This is an optimization exercise on Yosys and OpenROAD, whose aim is small area and a short achievable clock period, not a production implementation. No run shown here included a check of the RTL's function; only the layout flow was run.

==> flow/design.v, too long to show whole: its modules and the start of the top module <==
// module ycc_sat: 6 lines
// module ycc_ch0: 617 lines
// module ycc_ch1: 402 lines
// module ycc_ch2: 361 lines
// module ycc_ha: 4 lines
// module ycc_fa: 4 lines
// module ycbcr_rgb_color_convert: 82 lines
module ycbcr_rgb_color_convert
(
	input  logic                  clk,
	input  logic                  arst_n,
	input  logic                  start,
	output logic                  busy,
	input  logic [COMP_W-1:0]     comp0,
	input  logic [COMP_W-1:0]     comp1,
	input  logic [COMP_W-1:0]     comp2,
	input  logic                  frame_end,
	output logic                  done,
	output logic [COMP_W-1:0]     out0,
	output logic [COMP_W-1:0]     out1,
	output logic [COMP_W-1:0]     out2,
	output logic                  last_pixel,
	input  logic                  cfg_wr_en,
	input  logic [CFG_IDX_W-1:0]  cfg_index,
	input  logic [CFG_DATA_W-1:0] cfg_data
);
  // ...
==> flow/run.sh <==
#!/bin/bash
# synth_recipe.tcl (not shown) runs the flow's synth.tcl, then flattens the netlist and writes it again
# the make line also repeats each setting of config.mk as NAME=value (left out here)
make -C /OpenROAD-flow-scripts/flow DESIGN_CONFIG=/design/flow/config.mk WORK_HOME=/design/flow/orfs CLKGATE_MAP_FILE= SYNTH_SCRIPT=/design/flow/synth_recipe.tcl finish
==> flow/config.mk <==
export PLATFORM = sky130hd
export DESIGN_NAME = ycbcr_rgb_color_convert
export DESIGN_NICKNAME = ycbcr_rgb_color_convert
export VERILOG_FILES = /design/flow/design.v
export SDC_FILE = /design/flow/constraint.sdc
export NUM_CORES = 4
export LEC_CHECK = 0
export CAP_MARGIN = 20
export CORE_MARGIN = 2
export CORE_UTILIZATION = 40
export SETUP_SLACK_MARGIN = 3.8
export SLEW_MARGIN = 20
export SYNTH_HIERARCHICAL = 1
==> flow/constraint.sdc <==
create_clock -name core_clock -period 6.5 [get_ports {clk}]
set_input_delay 1.3000 -clock core_clock [delete_from_list [all_inputs] [get_ports {clk}]]
set_output_delay 1.3000 -clock core_clock [all_outputs]
set_load 0.01 [all_outputs]
==> impl_metrics.ini, run 1 <==
[outcome]
status = complete, no violations

[grt]
busiest_layer = met2
grt_max_degree = 28
overflow = 0
grt.met3_usage_pct = 3.07

[yosys]
ys_seq_area_share_pct = 29.5
netlist-cell-type-count = 83
ys_ff_latch = 203
syn-instance-count = 1340
syn-num-nets = 1674
synth_compound_area_share_pct = 13.9
synth-xor-area-share_pct = 1.94
synth.most_common_cell = dfxtp_1
netlist_area_um2 = 14000

[drt]
met2_length_um = 16800
highest_layer = met4
vias = 10100
final_antenna_net_count = 0
wl_per_cell_um = 19.1

[final_layout]
buffer_area_share_pct = 6.01
seq_cells = 203
final_common_cell = fa_1
regMostFlops = u_ch0.r0_q
final_area_um2 = 16900
largest_register_ffs = 21
clockNetworkAreaShare_pct = 4.49

[critical_path]
critPathArrivalTime_ns = 3.46
critPathLaunch = u_ch0.r2_q[0]
path_max_fanout = 3
cp.depth = 9

[cts]
post_cts_resized = 159
clk_pin_slew_ns = 0.06
cts_tree = done
clockBufferDepth = 3
cts_buffers = 24

[hold_path]
min_path_type = reg2reg
min_to = last_pixel

[place]
dp_slack_ns = 2.53

[floorplan]
die_x_um = 191
die_area_um2 = 36500

[timing]
worstMarginPinSlew_ns = 0.840
hold_slack_ns = 0.329
==> run 2: changes to the inputs <==
--- a/flow/config.mk
+++ b/flow/config.mk
@@ -8,6 +8,6 @@
 export CAP_MARGIN = 20
 export CORE_MARGIN = 2
 export CORE_UTILIZATION = 40
-export SETUP_SLACK_MARGIN = 3.8
+export SETUP_SLACK_MARGIN = 4.0
 export SLEW_MARGIN = 20
 export SYNTH_HIERARCHICAL = 1
==> impl_metrics.ini, run 2 <==
[yosys]
netlist-cell-type-count = 83
synth_edf_count = 0
ys_ff_latch = 203
ys_warn_count = 36
syn-instance-count = 1340
yosys_most_used_dff = dfxtp_1
ys_seq_area_share_pct = 29.5
synth.most_common_cell = dfxtp_1
ys_async_sr_fraction_pct = 6.90
synth_area_leaders = dfxtp_1 27%, fa_1 25%, ha_1 11%
syn-num-nets = 1674
synthTopCellsByCount = 189 x dfxtp_1, 172 x fa_1, 122 x ha_1
yosysTopAreaCellShare_pct = 27.0
post-synth-top-area-cell = dfxtp_1
syn-mean-instance-area_um2 = 10.4
netlist_area_um2 = 14000

[place]
gp_congestion = 0.907
io_buffers = 65
dp.cells = 1820
dpl.hpwl_um = 26900
dp_slack_ns = 2.69

[drt]
routed_wirelength_um = 36000
drc = 0
drt_iter0_markers = 641
wl_per_cell_um = 18.7
vias = 10200
first_pass_iters = 5
viasPerCell = 5.30
final_antenna_net_count = 0

[timing]
clock-skew-final_ns = 0.0209
min_period_ns = 2.97
fin_ws_ns = 3.53
max_freq_mhz = 337
finalSetupTns_ns = 0
maxSlewViolCount = 0
timing.final.crit_share_pct = 45.6
worstMarginPinSlew_ns = 0.872
hold_viol = 0
rsz0062_at_grt = yes
slew_headroom_pct = 41.8
finalSetupViolations = 0

[cts]
worstSkewPairLatency_ns = 0.54
clock_sinks = 203
cts_buffers = 24
htree_levels = 1
ctsHoldBuffers = 0
cts_root_buf = clkbuf_16
cts_tree = done
clk_pin_slew_ns = 0.06
clockBufferDepth = 3

[grt]
grt_usage_pct = 20.2
grt_max_degree = 28
antenna_found_initial = 0
grt_pass1_vias = 10900
grt_pass1_wl_um = 57900
overflow = 0

[final_layout]
area_delta_synth_final_pct = 22.4
regMostFlops = u_ch0.r0_q
top_regs = u_ch0.r0_q x21, u_ch0.r1_q x20, u_ch0.r2_q x20
final_common_cell = dfxtp_1
largest_register_ffs = 21
regArea_um2 = 4200
nNetsFinal = 1784
layout_common_cells = 168 x dfxtp_1, 165 x fa_1, 110 x nand2_1, 93 x ha_1, 75 x inv_1
fillers = 3176
fin_cells = 1922
post-route-util_pct = 49.6
multi_input_area_um2 = 10100
drive_gt1_share_pct = 22.2
antenna_cells = 0

[floorplan]
die_x_um = 191
io-pin-count = 67
initial_core_util_pct = 40.5
fp-row-count = 68
fp.dieH_um = 191
coreArea_um2 = 34500
die_area_um2 = 36500

[critical_path]
critPathLaunch = u_ch0.r0_q[0]
crit_path_end_kind = flip-flop
r2r-start = u_ch0.r0_q[0]
worstPathRequired_ns = 6.93
r2r_setup_slack_ns = 3.53
reg2reg_depth = 9
critPathArrivalTime_ns = 3.39
cp-start-kind = flip-flop
path_class = reg2reg
timing.rr.end = out0[5]
path_max_fanout = 3

[outcome]
status = complete, no violations

[hold_path]
min_to = last_pixel
hp-start = l2
min_path_type = reg2reg
hold_depth = 0

[flow_run]
maxCapViolations = 0
## run 2: cell count changes in the layout (fill, tap and decap cells not counted), sizes merged
| cell | delta |
|---|---|
| clkbuf | -1 |
| bufbuf | -2 |
| clkdlybuf4s15 | +1 |
| dlygate4sd2 | +1 |
| clkdlybuf4s50 | -3 |
| bufinv | -2 |
| clkinv | +4 |
| clkinvlp | +1 |
| dlymetal6s2s | -7 |
| inv | +1 |
| buf | +32 |
## run 2: per-stage QoR
step / area [µm²] / hold WS (ns)
2_1_floorplan: 14300 / 0.310
3_3_place_gp: 15300 / 0.315
3_5_place_dp: 15300 / 0.316
4_1_cts: 16800 / 0.332
5_1_grt: 17100 / 0.334
6_report: 17100 / 0.327
## run 2: area by class of cell
type	instances	share of cell area, %
well taps	455	3.32
clock buffers	30	3.93
multi-input cells	1007	58.8
repair buffers	125	6.58
flip-flops and latches	203	24.5
clock inverters	13	0.533
inverters	88	2.28
repair inverters	1	0.0438
## run 2: cells by family after synthesis
| kind of cell | share of synthesized area, % |
|---|---|
| XOR/XNOR | 1.94 |
| AND/OR/NAND/NOR | 11.4 |
| other | 0.0268 |
| flip-flops | 29.5 |
| multiplexers | 3.49 |
| AO/OA/AOI/OAI | 13.9 |
| buffers and inverters | 4.01 |
| adder cells (fa/ha/maj) | 35.6 |
## run 2: timing repair
action,in CTS,in global routing
endpoints found under the hold margin,0,0
cloned,1,0
gates resized for setup,181,79
setup buffers,42,16
setup endpoints to repair,179,68
pin swaps,36,29
## run 2: routing by layer
layer  track usage (%)  wire length (µm)  part of all wire, %  vias to the layer above
met1              26.7             16100                   45                     4966
met5                 0                 0                    0                        -
met4              5.80               984                  2.7                        0
li1                  -                 -                    -                     4834
met2              34.4             17100                   48                      306
met3              3.14              1820                  5.1                       88
## run 2: worst max-delay path by stage
stage | end | cells past startpoint
detailed placement | x0_1[7] | 9
CTS | out0[5] | 11
finish | out0[5] | 9
global route | out1[5] | 12
floorplan | x0_1[7] | 8
global placement | x0_1[7] | 9
## run 2: Yosys stat by module, one instance, submodules excluded
module | flip-flops and latches | cell area [µm²] | times used
ycbcr_rgb_color_convert | 71 | 3310 | 1
ycc_ch0 | 64 | 3340 | 1
ycc_ch1 | 34 | 1930 | 1
ycc_sat | 0 | 82.6 | 3
ycc_ch2 | 34 | 1780 | 1
ycc_fa | 0 | 20.0 | 149
ycc_ha | 0 | 12.5 | 33
## run 2: worst max-delay path, cell delays in order, from the launching register on
cell and delay [ns]:
dfxtp_1 0.31, fa_1 0.48, ha_1 0.32, a21oi_4 0.24, o22ai_4 0.13, a2111o_1 0.45, a2111oi_4 0.33, a311oi_2 0.09
a21o_4 0.25, mux2_4 0.26

afterwards: timing with drivers on the ports:
The results above use ideal ports. As a check the final layouts listed here were re-extracted and re-timed, cells and wires unchanged.
Step 1, drivers: a clkbuf_16 drives clk and a buf_2 each remaining input, both assumed.
Step 2 also shifts input and output timing later by t, the mid clock arrival at the registers, as if the neighbouring blocks saw the same clock.
a / b / c = ideal ports / drivers / drivers and shift; a / b = the first two.
run	t (ns)	slack for setup (ns)	hold slack, ns	slew at the worst register clock pin (ns)	pins driven straight from the clock port
run 1	0.589	3.473 / 3.473 / 3.309	0.329 / 0.329 / 0.329	0.07 / 0.07	1
run 2	0.579	3.535 / 3.535 / 3.325	0.327 / 0.327 / 0.327	0.06 / 0.06	1
After both steps every run listed still meets setup and hold. The setup slack of run 2, which loses most, moves by 0.000 ns with the drivers and by -0.210 ns with both steps.
